This design comes from an exercise in tuning for a short achievable clock period and few clock cycles on the open sky130 flow, not from production work.
In this exercise RTL edits were held to simulation tests only and were not proved equivalent to the original.
Power is estimated from default activity; no workload was simulated.

<file path="flow/run.sh">
#!/bin/bash
# synth_recipe.tcl (not shown) runs the flow's synth.tcl, then flattens the netlist and writes it again
# the make line also repeats each setting of config.mk as NAME=value (left out here)
make -C /OpenROAD-flow-scripts/flow DESIGN_CONFIG=/design/flow/config.mk WORK_HOME=/design/flow/orfs CLKGATE_MAP_FILE= SYNTH_SCRIPT=/design/flow/synth_recipe.tcl finish
</file>
<file path="flow/config.mk">
export PLATFORM = sky130hd
export DESIGN_NAME = core_top
export DESIGN_NICKNAME = core_top
export VERILOG_FILES = /design/flow/design.v
export SDC_FILE = /design/flow/constraint.sdc
export NUM_CORES = 4
export LEC_CHECK = 0
export CAP_MARGIN = 20
export CORE_MARGIN = 2
export CORE_UTILIZATION = 40
export SLEW_MARGIN = 20
</file>
<file path="flow/constraint.sdc">
create_clock -name core_clock -period 10.0 [get_ports {clk}]
set_input_delay 2.0000 -clock core_clock [delete_from_list [all_inputs] [get_ports {clk}]]
set_output_delay 2.0000 -clock core_clock [all_outputs]
set_load 0.01 [all_outputs]
</file>
<file path="flow/design.v">
`default_nettype none
package core_pkg;
    localparam int unsigned XLEN       = 32;
    localparam int unsigned REG_ADDR_W = 5;
    localparam logic [XLEN-1:0] RESET_PC = '0;
    localparam logic [6:0] OPC_OP_IMM = 7'b0010011;
    localparam logic [6:0] OPC_OP     = 7'b0110011;
    localparam logic [6:0] OPC_BRANCH = 7'b1100011;
    localparam logic [2:0] F3_ADD_SUB = 3'b000;
    localparam logic [2:0] F3_XOR     = 3'b100;
    localparam logic [2:0] F3_OR      = 3'b110;
    localparam logic [2:0] F3_AND     = 3'b111;
    localparam logic [2:0] F3_BEQ     = 3'b000;
    localparam logic [2:0] F3_BNE     = 3'b001;
    localparam logic [6:0] F7_SUB = 7'b0100000;
    localparam logic [XLEN-1:0] NOP_INSTR = 32'h0000_0013;
    typedef struct packed {
        logic [6:0]            funct7;
        logic [REG_ADDR_W-1:0] rs2;
        logic [REG_ADDR_W-1:0] rs1;
        logic [2:0]            funct3;
        logic [REG_ADDR_W-1:0] rd;
        logic [6:0]            opcode;
    } instr_r_s;
    typedef struct packed {
        logic [11:0]           imm_hi;
        logic [REG_ADDR_W-1:0] rs1;
        logic [2:0]            funct3;
        logic [4:0]            imm_lo;
        logic [6:0]            opcode;
    } instr_ib_s;
    typedef union packed {
        instr_r_s  r;
        instr_ib_s ib;
    } instr_u;
    typedef struct packed {
        logic            req;
        logic [XLEN-1:0] addr;
    } imem_req_s;
    typedef struct packed {
        logic            ack;
        logic [XLEN-1:0] instr;
    } imem_rsp_s;
    typedef struct packed {
        logic [XLEN-1:0] pc;
        logic [XLEN-1:0] instr;
    } fetch_entry_s;
    typedef struct packed {
        logic            valid;
        logic [XLEN-1:0] target;
    } redirect_s;
    typedef struct packed {
        logic [XLEN-1:0]       pc;
        logic [REG_ADDR_W-1:0] rd;
        logic [XLEN-1:0]       data;
    } retire_s;
endpackage
`default_nettype wire
`timescale 1ns/1ps
`default_nettype none
module core_top (
    input  logic        clk,
    input  logic        rst_n,
    input  logic        imem_ack_i,
    input  logic [31:0] imem_instr_i,
    input  logic        retire_ready_i,
    output logic        imem_req_o,
    output logic [31:0] imem_addr_o,
    output logic        retire_valid_o,
    output logic [31:0] retire_pc_o,
    output logic [4:0]  retire_rd_o,
    output logic [31:0] retire_data_o
);
    localparam int QD = 4;    
    localparam int RD = 8;    
    function automatic logic is_branch(input logic [31:0] w);
        is_branch = (w[6:0] == core_pkg::OPC_BRANCH) && (w[14:13] == 2'b00);
    endfunction
    function automatic logic [31:0] b_imm(input logic [31:0] w);
        b_imm = {{19{w[31]}}, w[31], w[7], w[30:25], w[11:8], 1'b0};
    endfunction
    function automatic logic pred_taken(input logic [31:0] w);
        logic same;
        same = (w[19:15] == w[24:20]);
        if (!is_branch(w))
            pred_taken = 1'b0;
        else if (same)
            pred_taken = ~w[12];
        else
            pred_taken = w[31] | w[12];
    endfunction
    logic        req_q;
    logic [31:0] addr_q;
    logic        stale_q;
    logic        pend_q;
    logic [31:0] pend_tgt_q;
    logic        f2_v_q;
    logic [31:0] f2_pc_q;
    logic [31:0] f2_ins_q;
    logic        redir_q;
    logic [31:0] redir_tgt_q;
    logic [2:0]  qc_q;
    logic        xfer;
    logic        f2_pt;
    logic [31:0] f2_tgt;
    logic        redirect;
    logic [31:0] rtgt;
    logic        push;
    logic        issue;
    logic [31:0] nxt;
    assign xfer     = req_q & imem_ack_i;
    assign f2_pt    = f2_v_q & pred_taken(f2_ins_q) & ~redir_q;
    assign f2_tgt   = f2_pc_q + b_imm(f2_ins_q);
    assign redirect = redir_q | f2_pt;
    assign rtgt     = redir_q ? redir_tgt_q : f2_tgt;
    assign push     = xfer & ~stale_q & ~redirect;
    assign issue    = (~req_q | xfer) & (redir_q | (qc_q <= 3'(QD - 2)));
    assign nxt      = redirect ? rtgt : (pend_q ? pend_tgt_q : addr_q + 32'd4);
    always_ff @(posedge clk) begin
        if (!rst_n) begin
            req_q   <= 1'b1;
            addr_q  <= core_pkg::RESET_PC;
            stale_q <= 1'b0;
            pend_q  <= 1'b0;
        end else if (issue) begin
            req_q   <= 1'b1;
            addr_q  <= nxt;
            stale_q <= 1'b0;
            pend_q  <= 1'b0;
        end else begin
            if (xfer) begin
                req_q <= 1'b0;
            end
            if (redirect) begin
                pend_q <= 1'b1;
            end
            if (redirect & req_q & ~xfer) begin
                stale_q <= 1'b1;
            end else if (xfer) begin
                stale_q <= 1'b0;
            end
        end
    end
    always_ff @(posedge clk) begin
        if (redirect) begin
            pend_tgt_q <= rtgt;
        end
    end
    always_ff @(posedge clk) begin
        if (!rst_n) begin
            f2_v_q <= 1'b0;
        end else begin
            f2_v_q <= push;
        end
        f2_pc_q  <= addr_q;
        f2_ins_q <= imem_instr_i;
    end
    assign imem_req_o  = req_q;
    assign imem_addr_o = addr_q;
    logic [31:0] q_pc  [0:QD-1];
    logic [31:0] q_ins [0:QD-1];
    logic        pop;
    logic [2:0]  wpos;
    assign wpos = qc_q - {2'b00, pop};
    always_ff @(posedge clk) begin
        if (!rst_n || redir_q) begin
            qc_q <= 3'd0;
        end else begin
            qc_q <= qc_q + {2'b00, push} - {2'b00, pop};
        end
    end
    always_ff @(posedge clk) begin
        for (int i = 0; i < QD; i++) begin
            if (push && wpos == 3'(i)) begin
                q_pc[i]  <= addr_q;
                q_ins[i] <= imem_instr_i;
            end else if (pop && i < QD - 1) begin
                q_pc[i]  <= q_pc[(i < QD - 1) ? i + 1 : i];
                q_ins[i] <= q_ins[(i < QD - 1) ? i + 1 : i];
            end
        end
    end
    logic [31:0] regs [1:31];
    logic        w_v_q;
    logic [4:0]  w_rd_q;
    logic [31:0] w_data_q;
    logic [31:0] w_pc_q;
    logic        x_v_q;
    logic        x_wr_q;
    logic [4:0]  x_rd_q;
    logic [3:0]  rc_q;
    logic [31:0] d_ins;
    logic [31:0] d_pc;
    logic [6:0]  d_opc;
    logic [2:0]  d_f3;
    logic [6:0]  d_f7;
    logic [4:0]  d_rs1;
    logic [4:0]  d_rs2;
    logic [4:0]  d_rd;
    logic        d_is_op;
    logic        d_is_addi;
    logic        d_is_br;
    logic        d_use_rs2;
    logic        d_wr;
    logic [31:0] d_rf1;
    logic [31:0] d_rf2;
    logic [31:0] d_a;
    logic [31:0] d_b;
    logic        credit;
    assign d_ins  = q_ins[0];
    assign d_pc   = q_pc[0];
    assign d_opc  = d_ins[6:0];
    assign d_f3   = d_ins[14:12];
    assign d_f7   = d_ins[31:25];
    assign d_rs1  = d_ins[19:15];
    assign d_rs2  = d_ins[24:20];
    assign d_rd   = d_ins[11:7];
    always_comb begin
        d_is_op = 1'b0;
        if (d_opc == core_pkg::OPC_OP) begin
            case (d_f3)
                3'b000:                d_is_op = (d_f7 == 7'd0) || (d_f7 == core_pkg::F7_SUB);
                3'b100, 3'b110, 3'b111: d_is_op = (d_f7 == 7'd0);
                default:               d_is_op = 1'b0;
            endcase
        end
    end
    assign d_is_addi = (d_opc == core_pkg::OPC_OP_IMM) && (d_f3 == 3'b000);
    assign d_is_br   = is_branch(d_ins);
    assign d_use_rs2 = d_is_op | d_is_br;
    assign d_wr      = (d_is_op | d_is_addi) & (d_rd != 5'd0);
    assign d_rf1 = (d_rs1 == 5'd0) ? 32'd0 : regs[d_rs1];
    assign d_rf2 = (d_rs2 == 5'd0) ? 32'd0 : regs[d_rs2];
    assign d_a   = (w_v_q && w_rd_q == d_rs1) ? w_data_q : d_rf1;
    assign d_b   = ~d_use_rs2 ? {{20{d_ins[31]}}, d_ins[31:20]} :
                   (w_v_q && w_rd_q == d_rs2) ? w_data_q : d_rf2;
    assign credit = ({1'b0, rc_q} + {4'd0, w_v_q} + {4'd0, x_v_q & x_wr_q}) <= 5'(RD - 1);
    assign pop    = (qc_q != 3'd0) & ~redir_q & credit;
    logic [31:0] x_a_q;
    logic [31:0] x_b_q;
    logic        x_byp_a_q;
    logic        x_byp_b_q;
    logic        x_sub_q;
    logic        x_xor_q;
    logic        x_or_q;
    logic        x_and_q;
    logic        x_br_q;
    logic        x_bne_q;
    logic        x_pred_q;
    logic [31:0] x_pc_q;
    logic [31:0] x_btgt_q;
    logic [31:0] x_pc4_q;
    always_ff @(posedge clk) begin
        if (!rst_n) begin
            x_v_q <= 1'b0;
        end else begin
            x_v_q <= pop;
        end
        if (pop) begin
            x_wr_q    <= d_wr;
            x_rd_q    <= d_rd;
            x_a_q     <= d_a;
            x_b_q     <= d_b;
            x_byp_a_q <= x_v_q & x_wr_q & (x_rd_q == d_rs1);
            x_byp_b_q <= d_use_rs2 & x_v_q & x_wr_q & (x_rd_q == d_rs2);
            x_sub_q   <= d_is_op & (d_f3 == 3'b000) & d_f7[5];
            x_xor_q   <= d_f3 == 3'b100;
            x_or_q    <= d_f3 == 3'b110;
            x_and_q   <= d_f3 == 3'b111;
            x_br_q    <= d_is_br;
            x_bne_q   <= d_f3[0];
            x_pred_q  <= pred_taken(d_ins);
            x_pc_q    <= d_pc;
            x_btgt_q  <= d_pc + b_imm(d_ins);
            x_pc4_q   <= d_pc + 32'd4;
        end
    end
    logic [31:0] x_a;
    logic [31:0] x_b;
    logic [31:0] x_sum;
    logic [31:0] x_res;
    logic        x_taken;
    logic        x_mis;
    assign x_a   = x_byp_a_q ? w_data_q : x_a_q;
    assign x_b   = x_byp_b_q ? w_data_q : x_b_q;
    assign x_sum = x_a + (x_sub_q ? ~x_b : x_b) + {31'd0, x_sub_q};
    always_comb begin
        if (x_xor_q)      x_res = x_a ^ x_b;
        else if (x_or_q)  x_res = x_a | x_b;
        else if (x_and_q) x_res = x_a & x_b;
        else              x_res = x_sum;
    end
    assign x_taken = (x_a == x_b) ^ x_bne_q;
    assign x_mis   = x_v_q & x_br_q & (x_taken ^ x_pred_q) & ~redir_q;
    always_ff @(posedge clk) begin
        if (!rst_n) begin
            redir_q <= 1'b0;
            w_v_q   <= 1'b0;
        end else begin
            redir_q <= x_mis;
            w_v_q   <= x_v_q & x_wr_q & ~redir_q;
        end
        redir_tgt_q <= x_taken ? x_btgt_q : x_pc4_q;
        w_rd_q      <= x_rd_q;
        w_data_q    <= x_res;
        w_pc_q      <= x_pc_q;
    end
    always_ff @(posedge clk) begin
        if (w_v_q) begin
            regs[w_rd_q] <= w_data_q;
        end
    end
    logic [31:0] r_pc   [0:RD-1];
    logic [4:0]  r_rd   [0:RD-1];
    logic [31:0] r_data [0:RD-1];
    logic        r_v_q;
    logic        rpop;
    logic [3:0]  rpos;
    assign rpop = r_v_q & retire_ready_i;
    assign rpos = rc_q - {3'd0, rpop};
    always_ff @(posedge clk) begin
        if (!rst_n) begin
            rc_q  <= 4'd0;
            r_v_q <= 1'b0;
        end else begin
            rc_q  <= rc_q + {3'd0, w_v_q} - {3'd0, rpop};
            r_v_q <= (rc_q + {3'd0, w_v_q} - {3'd0, rpop}) != 4'd0;
        end
    end
    always_ff @(posedge clk) begin
        for (int i = 0; i < RD; i++) begin
            if (w_v_q && rpos == 4'(i)) begin
                r_pc[i]   <= w_pc_q;
                r_rd[i]   <= w_rd_q;
                r_data[i] <= w_data_q;
            end else if (rpop && i < RD - 1) begin
                r_pc[i]   <= r_pc[(i < RD - 1) ? i + 1 : i];
                r_rd[i]   <= r_rd[(i < RD - 1) ? i + 1 : i];
                r_data[i] <= r_data[(i < RD - 1) ? i + 1 : i];
            end
        end
    end
    assign retire_valid_o = r_v_q;
    assign retire_pc_o    = r_pc[0];
    assign retire_rd_o    = r_rd[0];
    assign retire_data_o  = r_data[0];
endmodule
`default_nettype wire
</file>
==> results of run 1 <==
## cell usage in the layout, fill, tap and decap left out, types with 171 or more instances in the layout
master,Yosys,final
edfxtp_1,2004,2004
mux2_2,602,602
mux4_2,560,560
nand2_1,411,407
nor2_1,267,233
clkbuf_16,0,228
dfxtp_1,222,211
a21oi_1,198,197
mux2i_1,189,189
ha_1,171,171
## state kept, by name (all words and copies together), names as in the netlist, 31 cells and up, named ones only
signal,flops
w_data_q,32
x_a_q,32
addr_q,32
w_pc_q,32
q_pc,128
q_ins,128
x_b_q,32
regs,992
f2_ins_q,32
r_rd,40
r_data,256
x_pc4_q,32
r_pc,256
f2_pc_q,32
pend_tgt_q,32
x_btgt_q,31
redir_tgt_q,32
## layout make-up
type                            instances  area [sq um]  share of cell area (%)
Antenna cell                            3         7.507                0.006559
Clock buffer                          298          6198                   5.416
Clock inverter                        115         958.4                  0.8374
Inverter                              116         435.4                  0.3804
Multi-Input combinational cell       3453         35430                   30.95
Sequential cell                      2226         64660                   56.49
Tap cell                             3366          4212                   3.680
Timing Repair Buffer                  278          2555                   2.232
## kinds of logic (layout without fill, tap and decap cells)
logic type | count (synthesis) | in the layout | synth area share (%)
other | 0 | 3 | 0
xor gates and xnor gates | 199 | 199 | 1.715
adders and majority gates | 176 | 176 | 2.203
and+or+nand+nor | 961 | 961 | 4.279
AOI/OAI and AO/OA | 691 | 691 | 4.425
buffers and inverters | 520 | 807 | 2.019
muxes | 1426 | 1426 | 21.78
DFF | 2226 | 2226 | 63.58
## per-stage QoR
stage | total power [mW] | cells
2_1_floorplan | 25.10 | 6199
3_3_place_gp | 29.69 | 9435
3_5_place_dp | 29.94 | 9436
4_1_cts | 38.23 | 9849
5_1_grt | 40.02 | 9854
6_report | 37.99 | 9855
## routing by layer
layer / vias up / global-route usage [%]
li1: 24730 / -
met1: 30027 / 29.70
met2: 1962 / 32.07
met3: 398 / 3.226
met4: 8 / 5.701
met5: - / 0
## how the worst min path moves through the flow
stage                            end  slack, ps  depth (start not counted)
after floorplan           w_pc_q[10]        320                          0
after global placement    w_pc_q[23]        320                          0
after detailed placement  w_pc_q[21]        330                          0
after CTS                 w_pc_q[21]        340                          0
after global routing      w_pc_q[17]        350                          0
final                     w_pc_q[21]        330                          0
## where the power goes
part / switching [mW] / internal [mW]
clock: 3.64 / 4.58
sequential: 1.58 / 13.4
combinational: 8.52 / 6.21
total: 13.7 / 24.2
## critical path, cell delays in order
cell	delay, ps
clkdlybuf4s50_1	400
nand2_1	480
inv_1	220
ha_1	300
nand2_1	90
xor2_1	200
nand3_1	310
nor3_2	240
buf_4	830
or2_4	750
buf_12	280
==> impl_results.md, run 1 <==
- Die area: 258200 sq um
- Power Density: roughly 330 nW/um^2
- Vias in the first global route: a little under 60k
- Count leader, synth: edfxtp_1
- Reg2Reg Setup Slack: between 5000 and 6000 ps
- Critical path launch point type: primary input
- Syn_area_per_cell: ~16 sq um
- Hold Vio Cnt, Final: 0
- CP Capture Point: r_data[4][11]
- Outcome: timing/DRC/antenna clean
- Nets: 6512
- Post-synth top area cell: edfxtp_1
- DRC Markers: 0
- Final WL: 267000 um
- Width of the die: 508.1 um
- Critical Path RT: 10550 ps
- Clock buffers created by TritonCTS: 225
- CTS root buf: clkbuf_16
- Yosys reg bits: 2226
- Gr ovfl total: 0
- Worst slack, placed: between 3000 and 4000 ps
- CP max FO: 70
- Clock skew: between 40 and 50 ps
- Post-CTS Setup Repair Bufs: 0
- Slew headroom: 24.39%
- Synth Cell Area: ~100000 sq um
- WL met2: around 120000 um
- DR vias: roughly 57k
- Reg2reg start: x_wr_q
- Worst-path clk slew: 60 ps
- Initial antenna violation count: 8
- Setup_tns: 0 ps
- Max Used Layer: met5
- Sequential share of the synthesized area: 63.58%
- Initial DRC count: 6077
- Core area: 253500 sq um
- Most frequent cells after synthesis: edfxtp_1 (2004), mux2_2 (602), mux4_2 (560)
- Gr usage total: 20.50%
- Fin crit share: 56.39%
- Final WS setup: around 4400 ps
- Max-slew violation count: 0
- Clock sink count: roughly 2.2k
- Pleak: 38.23 nW
- Dpl hpwl: 152300 um
- Buffers on Ports: 138
- CTS tree: built
- Syn_nets: 6411
- Met3 wire len: 16990 um
- F_max: 177.3 MHz
- Per-cell routed wire length: around 27 um
- Via-per-instance ratio: 5.797
- Yosys cell types: 91
- Hold buffers post-CTS: 0
- Worst endpoint data arrival time: 6190 ps
- Number of synthesized flops with an enable pin: between 2k and 2.5k
- Maximum root-to-sink buffer count: 3
- Async SR Flop Fraction: 0%
- Dpl cell area: 107200 sq um
- R2R Path End: q_ins[1][15]
- Main flop type after synthesis: edfxtp_1
- Peak supply drop: between 300 and 400 uV
- RSZ-0062 raised after global routing: false
- CP endpoint kind: flop
- Length in cells of the worst reg-to-reg path: 13
- Io pins: 139
- Max Cap Violations: 0
- Chip height: 508.1 um
- Final min period: 5639 ps
- Antenna Violating Nets Remaining: 0
- WS Path Type: primary input to flop
- Post-cts resize count: 0
- Hold/Removal Path Class: flop to flop
- Fillcell total: 21.86k
- Starting density of the core: 40.10%
- Worst hold slack: 332.7 ps
- Met1 WL: 118600 um
- Synthesis Warnings: 6
- Setup violations, final: 0
- Synth Instances: about 6.2k
- Hold path startpoint: x_pc_q[21]
- First-pass GRT wire length: 393000 um
- Leading post-synthesis cells by cell area: edfxtp_1 (59%), mux4_2 (12%), mux2_2 (6.7%)
- Largest net degree at the start of global routing: 126
- Site Rows: ~190
- Layout Utilization: 45.15%
- Cell area after layout: 114500 sq um
- Placer Congestion: roughly 0.85
- # H-tree levels: 4
- Drt pass-1 iters: 6
- Clk latency of the worst-skew pair: 890 ps
- Area share of the leading cell type in the synthesized netlist: 59.21%
- Fraction of layout cells with a size suffix above 1: 26.89%
- Actual slew at the worst max-slew pin: around 1100 ps
- Area grow syn2layout: 12.60%
- Crit. Startpoint: retire_ready_i
Testbench counts, summed over its fixed seeds: cycles 35,724.
==> run 2, diff against run 1 <==
--- a/flow/design.v
+++ b/flow/design.v
@@ -73,6 +73,8 @@
 );
     localparam int QD = 4;    
     localparam int RD = 8;    
+    localparam int BK = 5;    
+    localparam int NB = 1 << BK;
     function automatic logic is_branch(input logic [31:0] w);
         is_branch = (w[6:0] == core_pkg::OPC_BRANCH) && (w[14:13] == 2'b00);
     endfunction
@@ -108,14 +110,32 @@
     logic        push;
     logic        issue;
     logic [31:0] nxt;
+    logic [NB-1:0]   btb_v_q;
+    logic [31-BK-2:0] btb_tag_q [0:NB-1];
+    logic [31:0]     btb_tgt_q [0:NB-1];
+    logic [NB-1:0]   btb_match;
+    logic            hit;
+    logic [31:0]     pn;
+    logic            f2_hit_q;
+    logic            f2_ptk;
+    logic            f2_fix;
+    always_comb begin
+        for (int i = 0; i < NB; i++) begin
+            btb_match[i] = btb_v_q[i] & (btb_tag_q[i] == addr_q[31:BK+2]);
+        end
+    end
+    assign hit = btb_match[addr_q[BK+1:2]];
+    assign pn  = hit ? btb_tgt_q[addr_q[BK+1:2]] : addr_q + 32'd4;
     assign xfer     = req_q & imem_ack_i;
-    assign f2_pt    = f2_v_q & pred_taken(f2_ins_q) & ~redir_q;
-    assign f2_tgt   = f2_pc_q + b_imm(f2_ins_q);
-    assign redirect = redir_q | f2_pt;
+    assign f2_ptk   = pred_taken(f2_ins_q);
+    assign f2_fix   = f2_v_q & (f2_ptk ^ f2_hit_q) & ~redir_q;
+    assign f2_pt    = f2_fix & f2_ptk;
+    assign f2_tgt   = f2_ptk ? f2_pc_q + b_imm(f2_ins_q) : f2_pc_q + 32'd4;
+    assign redirect = redir_q | f2_fix;
     assign rtgt     = redir_q ? redir_tgt_q : f2_tgt;
     assign push     = xfer & ~stale_q & ~redirect;
     assign issue    = (~req_q | xfer) & (redir_q | (qc_q <= 3'(QD - 2)));
-    assign nxt      = redirect ? rtgt : (pend_q ? pend_tgt_q : addr_q + 32'd4);
+    assign nxt      = redirect ? rtgt : (pend_q ? pend_tgt_q : pn);
     always_ff @(posedge clk) begin
         if (!rst_n) begin
             req_q   <= 1'b1;
@@ -154,6 +174,22 @@
         end
         f2_pc_q  <= addr_q;
         f2_ins_q <= imem_instr_i;
+        f2_hit_q <= hit;
+    end
+    always_ff @(posedge clk) begin
+        if (!rst_n) begin
+            btb_v_q <= '0;
+        end else if (f2_pt) begin
+            btb_v_q[f2_pc_q[BK+1:2]] <= 1'b1;
+        end else if (f2_fix) begin
+            btb_v_q[f2_pc_q[BK+1:2]] <= 1'b0;
+        end
+    end
+    always_ff @(posedge clk) begin
+        if (f2_pt) begin
+            btb_tag_q[f2_pc_q[BK+1:2]] <= f2_pc_q[31:BK+2];
+            btb_tgt_q[f2_pc_q[BK+1:2]] <= f2_tgt;
+        end
     end
     assign imem_req_o  = req_q;
     assign imem_addr_o = addr_q;
--- a/flow/config.mk
+++ b/flow/config.mk
@@ -5,7 +5,9 @@
 export SDC_FILE = /design/flow/constraint.sdc
 export NUM_CORES = 4
 export LEC_CHECK = 0
+export ABC_CLOCK_PERIOD_IN_PS = 3000
 export CAP_MARGIN = 20
 export CORE_MARGIN = 2
 export CORE_UTILIZATION = 40
+export SETUP_SLACK_MARGIN = 5
 export SLEW_MARGIN = 20
==> impl_results.md, run 2 <==
- Drt pass-1 iters: 8 (was 6)
- F_max: 194.2 MHz (was 177.3 MHz)
- Clock skew: 104.5 ps (was 48.83 ps)
- Placer Congestion: 0.8624 (was 0.8451)
- Area grow syn2layout: 13.32% (was 12.60%)
- Fraction of layout cells with a size suffix above 1: 25.66% (was 26.89%)
- Most frequent cells after synthesis: edfxtp_1 (3828), mux4_2 (878), mux2_2 (680) (was edfxtp_1 (2004), mux2_2 (602), mux4_2 (560))
- Antenna Violating Nets Remaining: 0 (unchanged)
- Yosys cell types: 94 (was 91)
- Gr ovfl total: 0 (unchanged)
- Main flop type after synthesis: edfxtp_1 (unchanged)
- Commonest non-fill, non-tap cells in the layout: edfxtp_1 (3828), mux4_2 (878), mux2_2 (680) (was edfxtp_1 (2004), mux2_2 (602), mux4_2 (560))
- Setup violations, final: 0 (unchanged)
- Worst endpoint data arrival time: 6010 ps (was 6190 ps)
- Max-slew violation count: 0 (unchanged)
- Power Density: 320.4 nW/um^2 (was 331.9 nW/um^2)
- Pleak: 65.05 nW (was 38.23 nW)
- Via-per-instance ratio: 5.863 (was 5.797)
- Critical path's slowest cell: nor4_1 (was buf_4)
- Post-synth top area cell: edfxtp_1 (unchanged)
- Final WS setup: 4850 ps (was 4361 ps)
- Yosys reg bits: 4088 (was 2226)
- CTS root buf: clkbuf_16 (unchanged)
- Site Rows: 243 (was 185)
- Dpl cell area: 185600 sq um (was 107200 sq um)
- RSZ-0062 raised after global routing: true (was false)
- Worst path max stage delay: 820 ps (was 830 ps)
- Width of the die: 668.3 um (was 508.1 um)
- Final min period: 5150 ps (was 5639 ps)
- Die area: 446600 sq um (was 258200 sq um)
- # H-tree levels: 5 (was 4)
- Bufs and invs on worst path: 3 (was 4)
- Starting density of the core: 40.23% (was 40.10%)
- Clock sink count: 4088 (was 2226)
- Synthesis Warnings: 6 (unchanged)
- Slew headroom: 17.80% (was 24.39%)
- Io pins: 139 (unchanged)
- Vias in the first global route: 98.00k (was 58.29k)
- Synth Cell Area: 176500 sq um (was 101600 sq um)
- Worst slack, placed: 3480 ps (was 3424 ps)
- Hold buffers post-CTS: 0 (unchanged)
- Sequential share of the synthesized area: 68.07% (was 63.58%)
- Cell area after layout: 200000 sq um (was 114500 sq um)
- Clock buffers created by TritonCTS: 425 (was 225)
- Critical Path RT: 10850 ps (was 10550 ps)
- Fin crit share: 51.50% (was 56.39%)
- Peak supply drop: 280.9 uV (was 353.3 uV)
- Buffers on Ports: 138 (unchanged)
- Hold Vio Cnt, Final: 0 (unchanged)
- Crit-path cells: buf_4 > xnor2_1 > nand3b_1 > nor4_1 > a32o_1 > mux2i_1 > o22ai_1 > a311oi_4 > buf_4 > inv_4 > mux2i_1 > o211ai_1 > o2111a_1 (was clkdlybuf4s50_1 > nand2_1 > inv_1 > ha_1 > nand2_1 > xor2_1 > nand3_1 > nor3_2 > buf_4 > or2_4 > buf_12)
- CP max FO: 34 (was 70)
- Setup_tns: 0 ps (unchanged)
- Worst hold slack: 340.5 ps (was 332.7 ps)
- Final WL: 515100 um (was 267000 um)
- Syn_nets: 10.21k (was 6411)
- Area share of the leading cell type in the synthesized netlist: 65.13% (was 59.21%)
- Hold/Removal Path Class: flop to flop (unchanged)
- Actual slew at the worst max-slew pin: 1231 ps (was 1134 ps)
- Per-cell routed wire length: 31.14 um (was 27.09 um)
- Core area: 438700 sq um (was 253500 sq um)
- Dpl hpwl: 290400 um (was 152300 um)
- Fillcell total: 37.22k (was 21.86k)
- Clk latency of the worst-skew pair: 1040 ps (was 890 ps)
- Nets: 10.50k (was 6512)
- Initial DRC count: 11.50k (was 6077)
- Max FFs per register: 1024 (was 992)
- DRC Markers: 0 (unchanged)
- Top Family by Delay on Critical Path: buffers and inverters (was simple AND/OR/NAND/NOR gates)
- Count leader, synth: edfxtp_1 (unchanged)
- Async SR Flop Fraction: 0% (unchanged)
- Gr usage total: 22.67% (was 20.50%)
- Power after layout: 64.09 mW (was 37.99 mW)
- Worst-path clk slew: 70 ps (was 60 ps)
- Max Cap Violations: 0 (unchanged)
- First-pass GRT wire length: 728700 um (was 393000 um)
- DR vias: 96.96k (was 57.13k)
- Largest net degree at the start of global routing: 136 (was 126)
- Leading post-synthesis cells by cell area: edfxtp_1 (65%), mux4_2 (11%), mux2_2 (4.3%) (was edfxtp_1 (59%), mux4_2 (12%), mux2_2 (6.7%))
- Chip height: 668.3 um (was 508.1 um)
- Number of synthesized flops with an enable pin: 3828 (was 2004)
- CP endpoint kind: flop (unchanged)
- CTS tree: built (unchanged)
- Outcome: timing/DRC/antenna clean (unchanged)
- Most common cell after layout, fill and taps aside: edfxtp_1 (unchanged)
- Synth Instances: 9994 (was 6199)
- Maximum root-to-sink buffer count: 4 (was 3)
- Syn_area_per_cell: 17.66 sq um (was 16.40 sq um)
- Critical path launch point type: flop (was primary input)
- WS Path Type: flop to flop (was primary input to flop)
- Initial antenna violation count: 48 (was 8)
run 2: logic make-up after synthesis:
logic type / Yosys count / synth area share, %
compound gates: 725 / 2.739
xor+xnor: 1027 / 5.096
fa+ha+maj: 181 / 1.304
buf+inv: 737 / 1.939
flops: 4088 / 68.07
mux: 1820 / 17.03
simple gates: 1416 / 3.814
run 2: power breakdown:
part / switching [mW] / internal [mW]
logic: 13.9 / 8.94
clock network: 6.73 / 8.94
registers: 2.47 / 23.1
run 2: worst paths after layout:
| kind | slack (ps) | startpoint | to | cells after the start |
|---|---|---|---|---|
| max | 4850 | addr_q[23] | addr_q[11] | 13 |
| min | 340 | x_pc_q[22] | w_pc_q[22] | 0 |
| max reg2reg | 4850 | addr_q[23] | addr_q[11] | 13 |
| min reg2reg | 340 | x_pc_q[22] | w_pc_q[22] | 0 |
run 2: worst reg2reg max path, stage by stage (launching register included):
cell and delay (ps):
dfxtp_4 740, buf_4 710, xnor2_1 190, nand3b_1 90
nor4_1 820, a32o_1 460, mux2i_1 210, o22ai_1 280
a311oi_4 70, buf_4 320, inv_4 410, mux2i_1 360
o211ai_1 120, o2111a_1 200
run 2: metrics by stage:
stage | instances | util (%)
2_1_floorplan | 9994 | -
3_3_place_gp | 15688 | 42.30
3_5_place_dp | 15688 | 42.31
4_1_cts | 16509 | 45.54
5_1_grt | 16531 | 45.59
6_report | 16538 | 45.59
run 2: final cells by class:
cell class	count	area [sq um]	area share (%)
flip-flops and latches	4088	120300	60.16
multi-input cells	5194	54050	27.02
clock buffers	574	11550	5.774
well taps	5880	7357	3.678
repair buffers	437	3999	1.999
clock inverters	213	2178	1.089
inverters	134	505.5	0.2527
diodes	18	45.04	0.02252
run 2: routing by layer:
metal | vias to the layer above | track usage, % | wire length [um]
met1 | 51086 | 30.92 | 206800
met4 | 12 | 8.740 | 22140
met5 | - | 0 | 80
met2 | 4734 | 36.69 | 244100
li1 | 40090 | - | -
met3 | 1039 | 3.468 | 41870
run 2: timing repair:
action	CTS	global route
pin swaps	23	6
resized for setup	50	16
endpoints found under the hold margin	0	0
setup endpoints to repair	1197	689
buffers inserted	10	8
gates cloned	24	1
Testbench counts of run 2, summed over its fixed seeds: cycles 33,906.
==> run 3, diff against run 2 <==
--- a/flow/design.v
+++ b/flow/design.v
@@ -101,7 +101,7 @@
     logic [31:0] f2_ins_q;
     logic        redir_q;
     logic [31:0] redir_tgt_q;
-    logic [2:0]  qc_q;
+    logic [QD-1:0] qv_q;      
     logic        xfer;
     logic        f2_pt;
     logic [31:0] f2_tgt;
@@ -134,7 +134,7 @@
     assign redirect = redir_q | f2_fix;
     assign rtgt     = redir_q ? redir_tgt_q : f2_tgt;
     assign push     = xfer & ~stale_q & ~redirect;
-    assign issue    = (~req_q | xfer) & (redir_q | (qc_q <= 3'(QD - 2)));
+    assign issue    = (~req_q | xfer) & (redir_q | ~qv_q[QD-2]);
     assign nxt      = redirect ? rtgt : (pend_q ? pend_tgt_q : pn);
     always_ff @(posedge clk) begin
         if (!rst_n) begin
@@ -195,24 +195,24 @@
     assign imem_addr_o = addr_q;
     logic [31:0] q_pc  [0:QD-1];
     logic [31:0] q_ins [0:QD-1];
-    logic        pop;
-    logic [2:0]  wpos;
-    assign wpos = qc_q - {2'b00, pop};
+    logic          pop;
+    logic [QD-1:0] qv_sh;
+    assign qv_sh = pop ? {1'b0, qv_q[QD-1:1]} : qv_q;
     always_ff @(posedge clk) begin
         if (!rst_n || redir_q) begin
-            qc_q <= 3'd0;
+            qv_q <= '0;
         end else begin
-            qc_q <= qc_q + {2'b00, push} - {2'b00, pop};
+            qv_q <= qv_sh | ({qv_sh[QD-2:0], 1'b1} & ~qv_sh & {QD{push}});
         end
     end
     always_ff @(posedge clk) begin
         for (int i = 0; i < QD; i++) begin
-            if (push && wpos == 3'(i)) begin
-                q_pc[i]  <= addr_q;
-                q_ins[i] <= imem_instr_i;
-            end else if (pop && i < QD - 1) begin
+            if (pop && i < QD - 1 && qv_q[(i < QD - 1) ? i + 1 : i]) begin
                 q_pc[i]  <= q_pc[(i < QD - 1) ? i + 1 : i];
                 q_ins[i] <= q_ins[(i < QD - 1) ? i + 1 : i];
+            end else if (pop || !qv_q[i]) begin
+                q_pc[i]  <= addr_q;
+                q_ins[i] <= imem_instr_i;
             end
         end
     end
@@ -224,7 +224,7 @@
     logic        x_v_q;
     logic        x_wr_q;
     logic [4:0]  x_rd_q;
-    logic [3:0]  rc_q;
+    logic [RD-1:0] rv_q;      
     logic [31:0] d_ins;
     logic [31:0] d_pc;
     logic [6:0]  d_opc;
@@ -270,8 +270,8 @@
     assign d_a   = (w_v_q && w_rd_q == d_rs1) ? w_data_q : d_rf1;
     assign d_b   = ~d_use_rs2 ? {{20{d_ins[31]}}, d_ins[31:20]} :
                    (w_v_q && w_rd_q == d_rs2) ? w_data_q : d_rf2;
-    assign credit = ({1'b0, rc_q} + {4'd0, w_v_q} + {4'd0, x_v_q & x_wr_q}) <= 5'(RD - 1);
-    assign pop    = (qc_q != 3'd0) & ~redir_q & credit;
+    assign credit = ~rv_q[RD-3];
+    assign pop    = qv_q[0] & ~redir_q & credit;
     logic [31:0] x_a_q;
     logic [31:0] x_b_q;
     logic        x_byp_a_q;
@@ -349,34 +349,31 @@
     logic [31:0] r_pc   [0:RD-1];
     logic [4:0]  r_rd   [0:RD-1];
     logic [31:0] r_data [0:RD-1];
-    logic        r_v_q;
-    logic        rpop;
-    logic [3:0]  rpos;
-    assign rpop = r_v_q & retire_ready_i;
-    assign rpos = rc_q - {3'd0, rpop};
+    logic          rpop;
+    logic [RD-1:0] rv_sh;
+    assign rpop  = rv_q[0] & retire_ready_i;
+    assign rv_sh = rpop ? {1'b0, rv_q[RD-1:1]} : rv_q;
     always_ff @(posedge clk) begin
         if (!rst_n) begin
-            rc_q  <= 4'd0;
-            r_v_q <= 1'b0;
+            rv_q <= '0;
         end else begin
-            rc_q  <= rc_q + {3'd0, w_v_q} - {3'd0, rpop};
-            r_v_q <= (rc_q + {3'd0, w_v_q} - {3'd0, rpop}) != 4'd0;
+            rv_q <= rv_sh | ({rv_sh[RD-2:0], 1'b1} & ~rv_sh & {RD{w_v_q}});
         end
     end
     always_ff @(posedge clk) begin
         for (int i = 0; i < RD; i++) begin
-            if (w_v_q && rpos == 4'(i)) begin
-                r_pc[i]   <= w_pc_q;
-                r_rd[i]   <= w_rd_q;
-                r_data[i] <= w_data_q;
-            end else if (rpop && i < RD - 1) begin
+            if (rpop && i < RD - 1 && rv_q[(i < RD - 1) ? i + 1 : i]) begin
                 r_pc[i]   <= r_pc[(i < RD - 1) ? i + 1 : i];
                 r_rd[i]   <= r_rd[(i < RD - 1) ? i + 1 : i];
                 r_data[i] <= r_data[(i < RD - 1) ? i + 1 : i];
+            end else if (rpop || !rv_q[i]) begin
+                r_pc[i]   <= w_pc_q;
+                r_rd[i]   <= w_rd_q;
+                r_data[i] <= w_data_q;
             end
         end
     end
-    assign retire_valid_o = r_v_q;
+    assign retire_valid_o = rv_q[0];
     assign retire_pc_o    = r_pc[0];
     assign retire_rd_o    = r_rd[0];
     assign retire_data_o  = r_data[0];
==> impl_results.md, run 3 <==
- Outcome: timing/DRC/antenna clean (unchanged)
- Most common cell after layout, fill and taps aside: edfxtp_1 (unchanged)
- Width of the die: 668.4 um (was 668.3 um)
- First-pass GRT wire length: 741100 um (was 728700 um)
- Buffers on Ports: 138 (unchanged)
- Critical Path RT: 8000 ps (was 10850 ps)
- Sequential share of the synthesized area: 68.10% (was 68.07%)
- Reg2reg start: addr_q[8] (was addr_q[23])
- Max Cap Violations: 0 (unchanged)
- Reg power frac: 46.7% (was 39.9%)
- Yosys reg bits: 4092 (was 4088)
- Site Rows: 243 (unchanged)
- Final min period: 5023 ps (was 5150 ps)
- Via-per-instance ratio: 5.940 (was 5.863)
- Io pins: 139 (unchanged)
- Power share of the combinational group: 20.6% (was 35.6%)
- Sw Ratio: 29.50% (was 36.03%)
- CTS tree: built (unchanged)
- Clock power share: 32.7% (was 24.5%)
- Pleak: 66.75 nW (was 65.05 nW)
- Area share of the leading cell type in the synthesized netlist: 65.10% (was 65.13%)
- Core area: 438700 sq um (unchanged)
- DR vias: 97.81k (was 96.96k)
- Syn_nets: 10.12k (was 10.21k)
- Final WL: 531500 um (was 515100 um)
- Clock buffers created by TritonCTS: 429 (was 425)
- Async SR Flop Fraction: 0% (unchanged)
- Hold/Removal Path Class: flop to flop (unchanged)
- Leading post-synthesis cells by cell area: edfxtp_1 (65%), mux4_2 (11%), mux2_2 (4.8%) (was edfxtp_1 (65%), mux4_2 (11%), mux2_2 (4.3%))
- Peak supply drop: 158.2 uV (was 280.9 uV)
- Hold path startpoint: x_pc_q[19] (was x_pc_q[22])
- R2R Path End: addr_q[29] (was addr_q[11])
- Number of synthesized flops with an enable pin: 3828 (unchanged)
- Top Family by Delay on Critical Path: flip-flops (was buffers and inverters)
- Critical path's slowest cell: dfxtp_1 (was nor4_1)
- Net switching power figure: 14.22 mW (was 23.09 mW)
- CP endpoint kind: output port (was flop)
- Initial DRC count: 12.71k (was 11.50k)
- Die area: 446700 sq um (was 446600 sq um)
- Post-synth top area cell: edfxtp_1 (unchanged)
- Worst-path clk slew: 60 ps (was 70 ps)
- Antenna Violating Nets Remaining: 0 (unchanged)
- Reg2Reg Setup Slack: 5010 ps (was 4850 ps)
- Placer Congestion: 0.8931 (was 0.8624)
- CP max FO: 11 (was 34)
- Actual slew at the worst max-slew pin: 1244 ps (was 1231 ps)
- Hold buffers post-CTS: 0 (unchanged)
- Synth Instances: 9926 (was 9994)
- Clock sink count: 4092 (was 4088)
- CTS root buf: clkbuf_16 (unchanged)
- Crit-path cells: clkdlybuf4s50_1 (was buf_4 > xnor2_1 > nand3b_1 > nor4_1 > a32o_1 > mux2i_1 > o22ai_1 > a311oi_4 > buf_4 > inv_4 > mux2i_1 > o211ai_1 > o2111a_1)
- Hold Path End: w_pc_q[19] (was w_pc_q[22])
- Bufs and invs on worst path: 1 (was 3)
- F_max: 199.1 MHz (was 194.2 MHz)
- Clock skew: 77.58 ps (was 104.5 ps)
- Clk latency of the worst-skew pair: 1020 ps (was 1040 ps)
- Cell area after layout: 200500 sq um (was 200000 sq um)
- Yosys cell types: 100 (was 94)
- Nets: 10.40k (was 10.50k)
- Maximum root-to-sink buffer count: 4 (unchanged)
- Fin crit share: 50.23% (was 51.50%)
- Commonest non-fill, non-tap cells in the layout: edfxtp_1 (3828), mux4_2 (858), mux2_2 (749) (was edfxtp_1 (3828), mux4_2 (878), mux2_2 (680))
- Main flop type after synthesis: edfxtp_1 (unchanged)
- Gr usage total: 23.20% (was 22.67%)
- Gr ovfl total: 0 (unchanged)
- Fraction of layout cells with a size suffix above 1: 26.22% (was 25.66%)
- Synthesis Warnings: 6 (unchanged)
- Largest net degree at the start of global routing: 154 (was 136)
- DRC Markers: 0 (unchanged)
- Synth Cell Area: 176600 sq um (was 176500 sq um)
- Starting density of the core: 40.24% (was 40.23%)
- Setup_tns: 0 ps (unchanged)
- Area grow syn2layout: 13.58% (was 13.32%)
- Worst endpoint data arrival time: 3020 ps (was 6010 ps)
- Per-cell routed wire length: 32.28 um (was 31.14 um)
- Critical path launch point type: flop (unchanged)
- Hold depth: 0 (unchanged)
- Crit. Startpoint: addr_q[6] (was addr_q[23])
- Max FFs per register: 1024 (unchanged)
- Count leader, synth: edfxtp_1 (unchanged)
- Dpl hpwl: 307000 um (was 290400 um)
- Power Density: 240.4 nW/um^2 (was 320.4 nW/um^2)
- RSZ-0062 raised after global routing: false (was true)
- Initial antenna violation count: 61 (was 48)
- Internal Power: 33.99 mW (was 40.99 mW)
- WS Path Type: flop to output port (was flop to flop)
- Slew headroom: 17.06% (was 17.80%)
- Worst path max stage delay: 1040 ps (was 820 ps)
- Drt pass-1 iters: 8 (unchanged)
- Dpl cell area: 185900 sq um (was 185600 sq um)
- Setup violations, final: 0 (unchanged)
- Max-slew violation count: 0 (unchanged)
- # H-tree levels: 5 (unchanged)
- Most frequent cells after synthesis: edfxtp_1 (3828), mux4_2 (858), mux2_2 (749) (was edfxtp_1 (3828), mux4_2 (878), mux2_2 (680))
- Length in cells of the worst reg-to-reg path: 13 (unchanged)
- Syn_area_per_cell: 17.79 sq um (was 17.66 sq um)
- Hold Vio Cnt, Final: 0 (unchanged)
- Vias in the first global route: 97.34k (was 98.00k)
- Chip height: 668.4 um (was 668.3 um)
==> run 3: cell types whose count changed after synthesis, moves of 17 or more <==
cell	change
mux4_2	-20
ha_1	-17
buf_6	-30
nand2_1	-173
inv_1	-21
xor2_1	+20
buf_1	+53
a211oi_1	+63
a21o_1	+23
clkbuf_1	-35
mux2_2	+69
==> run 3: worst max-delay path by stage <==
stage	slack, ps	cells past startpoint	endpoint
5_1_grt	5000	16	w_data_q[30]
3_5_place_dp	3910	11	btb_tgt_q[14][10]
3_3_place_gp	3780	11	btb_tgt_q[14][31]
4_1_cts	4980	11	btb_tgt_q[11][29]
2_1_floorplan	4850	9	btb_tag_q[20][0]
6_report	4980	1	imem_addr_o[6]
==> run 3: layout make-up <==
class	count	area, sq um
multi-input cells	5124	54300
fillers	37052	238200
well taps	5880	7357
inverters	117	446.7
flip-flops and latches	4092	120400
repair buffers	441	4188
clock inverters	236	2250
diodes	6	15.01
clock buffers	569	11570
==> run 3: power groups by stage <==
stage | Sequential, mW | Combinational (mW) | Clock, mW
2_1_floorplan | 22.4 | 5.84 | 0
6_report | 22.5 | 9.95 | 15.8
5_1_grt | 22.6 | 10.5 | 16.6
4_1_cts | 22.5 | 9.69 | 16.0
3_5_place_dp | 22.9 | 9.52 | 0
3_3_place_gp | 22.9 | 9.33 | 0
==> run 3: per-stage QoR <==
| stage | power, mW | hold WS (ps) | setup slack, ps | utilization (%) | cells |
|---|---|---|---|---|---|
| 2_1_floorplan | 28.24 | 323.3 | 4847 | - | 9926 |
| 6_report | 48.22 | 341.4 | 4977 | 45.71 | 16465 |
| 4_1_cts | 48.21 | 340.9 | 4979 | 45.61 | 16442 |
| 3_3_place_gp | 32.20 | 326.8 | 3779 | 42.35 | 15611 |
| 5_1_grt | 49.70 | 348.2 | 4998 | 45.71 | 16460 |
| 3_5_place_dp | 32.44 | 326.9 | 3913 | 42.37 | 15613 |
==> run 3: cells by family after synthesis <==
group | after synthesis | synth area share (%)
multiplexers | 1866 | 17.22
AO/OA/AOI/OAI | 785 | 2.971
AND/OR/NAND/NOR | 1258 | 3.595
buffers and inverters | 721 | 1.787
XOR/XNOR | 1039 | 5.154
adder cells (fa/ha/maj) | 165 | 1.178
flip-flops | 4092 | 68.10
==> run 3: per-layer routing <==
layer	GRT usage (%)	part of all wire (%)	up-vias
li1	-	-	40042
met1	31.69	40	51631
met2	37.10	47	5063
met3	4.169	9.4	1067
met4	8.757	4.5	4
met5	0	0.0051	-
==> run 3: timing repair <==
| item | in CTS | in global routing |
|---|---|---|
| hold endpoints to repair | 0 | 0 |
| gates resized for setup | 41 | 36 |
| buffers inserted | 15 | 12 |
| cloned | 9 | 2 |
| setup endpoints to repair | 1720 | 773 |
| pin swaps | 9 | 5 |
Testbench counts of run 3, summed over its fixed seeds: cycles 33,930.
==> run 4, diff against run 3 <==
--- a/flow/design.v
+++ b/flow/design.v
@@ -71,10 +71,11 @@
     output logic [4:0]  retire_rd_o,
     output logic [31:0] retire_data_o
 );
-    localparam int QD = 4;    
+    localparam int QD = 3;    
     localparam int RD = 8;    
     localparam int BK = 5;    
     localparam int NB = 1 << BK;
+    localparam int PB = 12;   
     function automatic logic is_branch(input logic [31:0] w);
         is_branch = (w[6:0] == core_pkg::OPC_BRANCH) && (w[14:13] == 2'b00);
     endfunction
@@ -110,22 +111,32 @@
     logic        push;
     logic        issue;
     logic [31:0] nxt;
-    logic [NB-1:0]   btb_v_q;
-    logic [31-BK-2:0] btb_tag_q [0:NB-1];
-    logic [31:0]     btb_tgt_q [0:NB-1];
-    logic [NB-1:0]   btb_match;
-    logic            hit;
+    logic [NB-1:0]    btb_v_q;
+    logic [PB-1:BK+2] btb_tag_q [0:NB-1];
+    logic [PB-1:2]    btb_tgt_q [0:NB-1];
+    logic [31:PB]     page_q;
+    logic [NB-1:0]    btb_sel;
+    logic             hit;
+    logic [PB-1:2]    hit_tgt;
+    logic             bw_ok;
     logic [31:0]     pn;
     logic            f2_hit_q;
+    logic            bw_set_q;
+    logic            bw_clr_q;
+    logic [31:0]     bw_pc_q;
+    logic [31:0]     bw_tgt_q;
     logic            f2_ptk;
     logic            f2_fix;
     always_comb begin
+        hit_tgt = '0;
         for (int i = 0; i < NB; i++) begin
-            btb_match[i] = btb_v_q[i] & (btb_tag_q[i] == addr_q[31:BK+2]);
+            btb_sel[i] = btb_v_q[i] & (addr_q[BK+1:2] == BK'(i)) &
+                         (btb_tag_q[i] == addr_q[PB-1:BK+2]);
+            hit_tgt    = hit_tgt | (btb_tgt_q[i] & {(PB-2){btb_sel[i]}});
         end
     end
-    assign hit = btb_match[addr_q[BK+1:2]];
-    assign pn  = hit ? btb_tgt_q[addr_q[BK+1:2]] : addr_q + 32'd4;
+    assign hit = (|btb_sel) & (page_q == addr_q[31:PB]) & (addr_q[1:0] == 2'b00);
+    assign pn  = hit ? {addr_q[31:PB], hit_tgt, 2'b00} : addr_q + 32'd4;
     assign xfer     = req_q & imem_ack_i;
     assign f2_ptk   = pred_taken(f2_ins_q);
     assign f2_fix   = f2_v_q & (f2_ptk ^ f2_hit_q) & ~redir_q;
@@ -178,17 +189,34 @@
     end
     always_ff @(posedge clk) begin
         if (!rst_n) begin
+            bw_set_q <= 1'b0;
+            bw_clr_q <= 1'b0;
+        end else begin
+            bw_set_q <= f2_pt;
+            bw_clr_q <= f2_fix & ~f2_ptk;
+        end
+        bw_pc_q  <= f2_pc_q;
+        bw_tgt_q <= f2_tgt;
+    end
+    assign bw_ok = bw_set_q & (bw_tgt_q[31:PB] == bw_pc_q[31:PB]) &
+                   (bw_tgt_q[1:0] == 2'b00) & (bw_pc_q[1:0] == 2'b00);
+    always_ff @(posedge clk) begin
+        if (!rst_n) begin
             btb_v_q <= '0;
-        end else if (f2_pt) begin
-            btb_v_q[f2_pc_q[BK+1:2]] <= 1'b1;
-        end else if (f2_fix) begin
-            btb_v_q[f2_pc_q[BK+1:2]] <= 1'b0;
+        end else if (bw_ok) begin
+            if (page_q != bw_pc_q[31:PB]) begin
+                btb_v_q <= '0;
+            end
+            btb_v_q[bw_pc_q[BK+1:2]] <= 1'b1;
+        end else if (bw_clr_q) begin
+            btb_v_q[bw_pc_q[BK+1:2]] <= 1'b0;
         end
     end
     always_ff @(posedge clk) begin
-        if (f2_pt) begin
-            btb_tag_q[f2_pc_q[BK+1:2]] <= f2_pc_q[31:BK+2];
-            btb_tgt_q[f2_pc_q[BK+1:2]] <= f2_tgt;
+        if (bw_ok) begin
+            page_q                     <= bw_pc_q[31:PB];
+            btb_tag_q[bw_pc_q[BK+1:2]] <= bw_pc_q[PB-1:BK+2];
+            btb_tgt_q[bw_pc_q[BK+1:2]] <= bw_tgt_q[PB-1:2];
         end
     end
     assign imem_req_o  = req_q;
@@ -284,8 +312,7 @@
     logic        x_bne_q;
     logic        x_pred_q;
     logic [31:0] x_pc_q;
-    logic [31:0] x_btgt_q;
-    logic [31:0] x_pc4_q;
+    logic [31:0] x_rtgt_q;
     always_ff @(posedge clk) begin
         if (!rst_n) begin
             x_v_q <= 1'b0;
@@ -307,8 +334,7 @@
             x_bne_q   <= d_f3[0];
             x_pred_q  <= pred_taken(d_ins);
             x_pc_q    <= d_pc;
-            x_btgt_q  <= d_pc + b_imm(d_ins);
-            x_pc4_q   <= d_pc + 32'd4;
+            x_rtgt_q  <= pred_taken(d_ins) ? d_pc + 32'd4 : d_pc + b_imm(d_ins);
         end
     end
     logic [31:0] x_a;
@@ -336,7 +362,7 @@
             redir_q <= x_mis;
             w_v_q   <= x_v_q & x_wr_q & ~redir_q;
         end
-        redir_tgt_q <= x_taken ? x_btgt_q : x_pc4_q;
+        redir_tgt_q <= x_rtgt_q;
         w_rd_q      <= x_rd_q;
         w_data_q    <= x_res;
         w_pc_q      <= x_pc_q;
==> flow/flow/run.sh (new file) <==
#!/bin/bash
set -euo pipefail
bash standard.sh SETUP_SLACK_MARGIN=6.5 finish > standard_flow.log 2>&1
==> flow/standard.sh (new file) <==
#!/bin/bash
# synth_recipe.tcl (not shown) runs the flow's synth.tcl, then flattens the netlist and writes it again
# the make line also repeats each setting of config.mk as NAME=value (left out here)
make -C /OpenROAD-flow-scripts/flow DESIGN_CONFIG=/design/flow/config.mk WORK_HOME=/design/flow/orfs CLKGATE_MAP_FILE= SYNTH_SCRIPT=/design/flow/synth_recipe.tcl "${@:-finish}"
==> flow/config.mk (replaced) <==
export PLATFORM = sky130hd
export DESIGN_NAME = core_top
export DESIGN_NICKNAME = core_top
export VERILOG_FILES = /design/flow/design.v
export SDC_FILE = /design/flow/constraint.sdc
export NUM_CORES = 4
export LEC_CHECK = 0
export ABC_CLOCK_PERIOD_IN_PS = 3500
export CAP_MARGIN = 20
export CORE_MARGIN = 2
export CORE_UTILIZATION = 50
export SLEW_MARGIN = 20
removed: flow/run.sh
==> impl_results.md, run 4 <==
- Outcome: timing/DRC/antenna clean (unchanged)
- First-pass GRT wire length: 503800 um (was 741100 um)
- Gr usage total: 28.44% (was 23.20%)
- Hold/Removal Path Class: flop to flop (unchanged)
- Yosys cell types: 89 (was 100)
- Post-synth top area cell: edfxtp_1 (unchanged)
- Site Rows: 180 (was 243)
- Storage cell area: 79020 sq um (was 120400 sq um)
- Fin crit share: 35.92% (was 50.23%)
- Crit. Startpoint: r_pc[0][24] (was addr_q[6])
- Worst path max stage delay: 480 ps (was 1040 ps)
- Synth Instances: 7400 (was 9926)
- Peak supply drop: 143.1 uV (was 158.2 uV)
- Worst slack, placed: 5146 ps (was 3913 ps)
- Worst-path clk slew: 60 ps (about the same)
- Core area: 240500 sq um (was 438700 sq um)
- Setup violations, final: 0 (unchanged)
- CP max FO: 1 (was 11)
- Placer Congestion: 0.9066 (was 0.8931)
- Chip height: 495.6 um (was 668.4 um)
- Layout Utilization: 58.57% (was 45.71%)
- Leading post-synthesis cells by cell area: edfxtp_1 (60%), mux4_2 (10%), mux2_2 (6.2%) (was edfxtp_1 (65%), mux4_2 (11%), mux2_2 (4.8%))
- Worst endpoint data arrival time: 1590 ps (was 3020 ps)
- CP endpoint kind: output port (unchanged)
- Reg2Reg Setup Slack: 6420 ps (was 5010 ps)
- Initial antenna violation count: 18 (was 61)
- Length in cells of the worst reg-to-reg path: 16 (was 13)
- Max Cap Violations: 0 (unchanged)
- Hold Path End: redir_tgt_q[13] (was w_pc_q[19])
- Synth Cell Area: 120800 sq um (was 176600 sq um)
- Fillcell total: 18.20k (was 37.05k)
- Actual slew at the worst max-slew pin: 1149 ps (was 1244 ps)
- Gr ovfl total: 0 (unchanged)
- Yosys reg bits: 2732 (was 4092)
- Final WS setup: 6408 ps (was 4977 ps)
- Dpl hpwl: 198500 um (was 307000 um)
- Bufs and invs on worst path: 1 (unchanged)
- Final min period: 3592 ps (was 5023 ps)
- Clock sink count: 2732 (was 4092)
- Number of synthesized flops with an enable pin: 2410 (was 3828)
- Critical path launch point type: flop (unchanged)
- Critical path's slowest cell: edfxtp_1 (was dfxtp_1)
- Most frequent cells after synthesis: edfxtp_1 (2410), mux2_2 (662), mux4_2 (562) (was edfxtp_1 (3828), mux4_2 (858), mux2_2 (749))
- RSZ-0062 raised after global routing: true (was false)
- Setup_tns: 0 ps (unchanged)
- Largest net degree at the start of global routing: 119 (was 154)
- Antenna Violating Nets Remaining: 0 (unchanged)
- Fraction of layout cells with a size suffix above 1: 32.46% (was 26.22%)
- Main flop type after synthesis: edfxtp_1 (unchanged)
- Syn_area_per_cell: 16.33 sq um (was 17.79 sq um)
- Syn_nets: 7605 (was 10.12k)
- Commonest non-fill, non-tap cells in the layout: edfxtp_1 (2410), mux2_2 (661), mux4_2 (562) (was edfxtp_1 (3828), mux4_2 (858), mux2_2 (749))
- Synthesis Warnings: 6 (unchanged)
- Most common cell after layout, fill and taps aside: edfxtp_1 (unchanged)
- Critical Path RT: 8000 ps (about the same)
- Hold depth: 0 (unchanged)
- Max FFs per register: 992 (was 1024)
- Sequential share of the synthesized area: 65.22% (was 68.10%)
- Starting density of the core: 50.24% (was 40.24%)
- Count leader, synth: edfxtp_1 (unchanged)
- WS Path Type: flop to output port (unchanged)
- Drt pass-1 iters: 8 (unchanged)
- CTS tree: built (unchanged)
- DR vias: 71.48k (was 97.81k)
- Clock skew: 56.65 ps (was 77.58 ps)
- Die area: 245600 sq um (was 446700 sq um)
- Area of the multi-input gates: 42140 sq um (was 54300 sq um)
- Power Density: 211.4 nW/um^2 (was 240.4 nW/um^2)
- Vias in the first global route: 70.41k (was 97.34k)
- Async SR Flop Fraction: 0% (unchanged)
- F_max: 278.4 MHz (was 199.1 MHz)
- Clock buffers created by TritonCTS: 307 (was 429)
- Hold path startpoint: x_rtgt_q[13] (was x_pc_q[19])
- Nets: 8067 (was 10.40k)
- Max-slew violation count: 0 (unchanged)
- Pleak: 49.09 nW (was 66.75 nW)
- Maximum root-to-sink buffer count: 4 (unchanged)
- Io pins: 139 (unchanged)
- Reg2reg start: x_byp_a_q (was addr_q[8])
- Area grow syn2layout: 16.57% (was 13.58%)
- CTS root buf: clkbuf_16 (unchanged)
- Buffers on Ports: 138 (unchanged)
- Hold Vio Cnt, Final: 0 (unchanged)
- R2R Path End: w_data_q[30] (was addr_q[29])
- Top Family by Delay on Critical Path: flip-flops (unchanged)
- Area share of the leading cell type in the synthesized netlist: 59.89% (was 65.10%)
- Per-cell routed wire length: 31.48 um (was 32.28 um)
- Clk latency of the worst-skew pair: 940 ps (was 1020 ps)
- DRC Markers: 0 (unchanged)
- Final WL: 354900 um (was 531500 um)
- Via-per-instance ratio: 6.340 (was 5.940)
- Width of the die: 495.6 um (was 668.4 um)
- Initial DRC count: 7934 (was 12.71k)
- # H-tree levels: 5 (unchanged)
- Crit-path cells: buf_2 (was clkdlybuf4s50_1)
- Slew headroom: 22.62% (was 17.06%)
run 4: repair_timing:
action,in CTS,in global routing
hold buffers,0,0
setup buffers,150,113
gates resized for setup,762,188
gates cloned,14,4
endpoints found under the setup margin,1477,868
pin swaps,52,64
run 4: metal layers:
| layer | wire (um) | GRT usage (%) |
|---|---|---|
| met5 | 52 | 0 |
| met4 | 15240 | 11.12 |
| met3 | 25200 | 4.130 |
| met2 | 170200 | 46.16 |
| met1 | 144100 | 39.00 |
run 4: cell families after synthesis:
| family | after synthesis | synth area share, % |
|---|---|---|
| AO/OA/AOI/OAI | 956 | 5.322 |
| XOR/XNOR | 432 | 3.131 |
| adder cells (fa/ha/maj) | 169 | 1.769 |
| buffers and inverters | 578 | 1.962 |
| flip-flops | 2732 | 65.22 |
| multiplexers | 1403 | 18.13 |
| AND/OR/NAND/NOR | 1130 | 4.467 |
run 4: metrics by stage:
stage | power (mW) | instance area (sq um) | std cells | hold slack, ps
after floorplan | 17.15 | 120900 | 7400 | 323.3
after global routing | 30.77 | 140900 | 11271 | 339.6
after detailed placement | 18.69 | 126700 | 10455 | 326.9
after CTS | 29.69 | 138700 | 11150 | 331.0
after global placement | 18.60 | 126600 | 10454 | 324.2
final | 29.78 | 140900 | 11274 | 326.6
run 4: how the worst max path moves through the flow:
stage                 endpoint  slack [ps]  cells after the start
2_1_floorplan     r_data[7][0]        5960                      2
3_3_place_gp     r_data[3][16]        5250                      4
3_5_place_dp     r_data[3][27]        5150                      4
4_1_cts         imem_addr_o[9]        6170                      2
5_1_grt           w_data_q[18]        6290                     16
6_report       retire_pc_o[24]        6410                      1
run 4: worst reg2reg max path, delay by kind of cell, from the launching register on:
family,cells,cell delay (ps)
AOI/OAI and AO/OA,5,900
and+or+nand+nor,2,640
adders and majority gates,1,310
DFF,1,430
buffers and inverters,6,870
xor gates and xnor gates,1,150
muxes,1,200
run 4: power breakdown:
group          switching, mW  internal [mW]
clock                   4.46           6.32
combinational           2.53           2.01
sequential             0.637           13.8
total                   7.63           22.2
run 4: final cells by class:
class,instances,share of cell area (%)
sequential,2732,56.09
multi-input combinational,4092,29.91
clock buffer,414,5.979
timing repair buffer,611,4.126
tap,3185,2.829
clock inverter,117,0.7203
inverter,117,0.3251
antenna,5,0.008882
timing repair inverter,1,0.003553
Testbench counts of run 4, summed over its fixed seeds: cycles 33,945.

-- static timing again, ports no longer ideal --
In the flow no input, the clock included, has a driving cell. The finished layouts below were timed again as built, in two steps. Step 1 sets driving cells, clkbuf_16 on the clock port and buf_2 on the other inputs (assumed; they add their load-dependent delay and slew). Step 2 adds t to the input delays and takes it off the output delays; t is the mean of the earliest and latest rising clock arrival at the registers after step 1. Input paths then give back, and output paths get back, about the clock's delay inside the block. a / b / c = no drivers / after step 1 / after step 2; a / b = the first two.
run	shift t [ns]	slack for setup (ns)	worst setup path at the end	clock arrival spread, ns	worst data-port slew with drivers (ns)
run 1	0.950	4.361 / 4.431 / 3.482	input to register	0.053 / 0.053	0.07
run 2	1.105	4.850 / 4.850 / 4.034	input to register	0.105 / 0.105	0.29
run 3	1.098	4.977 / 4.865 / 5.010	register to register	0.078 / 0.078	0.26
run 4	1.012	6.408 / 6.310 / 5.714	input to register	0.062 / 0.062	0.20
After both steps every run listed still meets setup and hold. The setup slack of run 1, which loses most, moves by +0.070 ns with the drivers and by -0.879 ns with both steps.
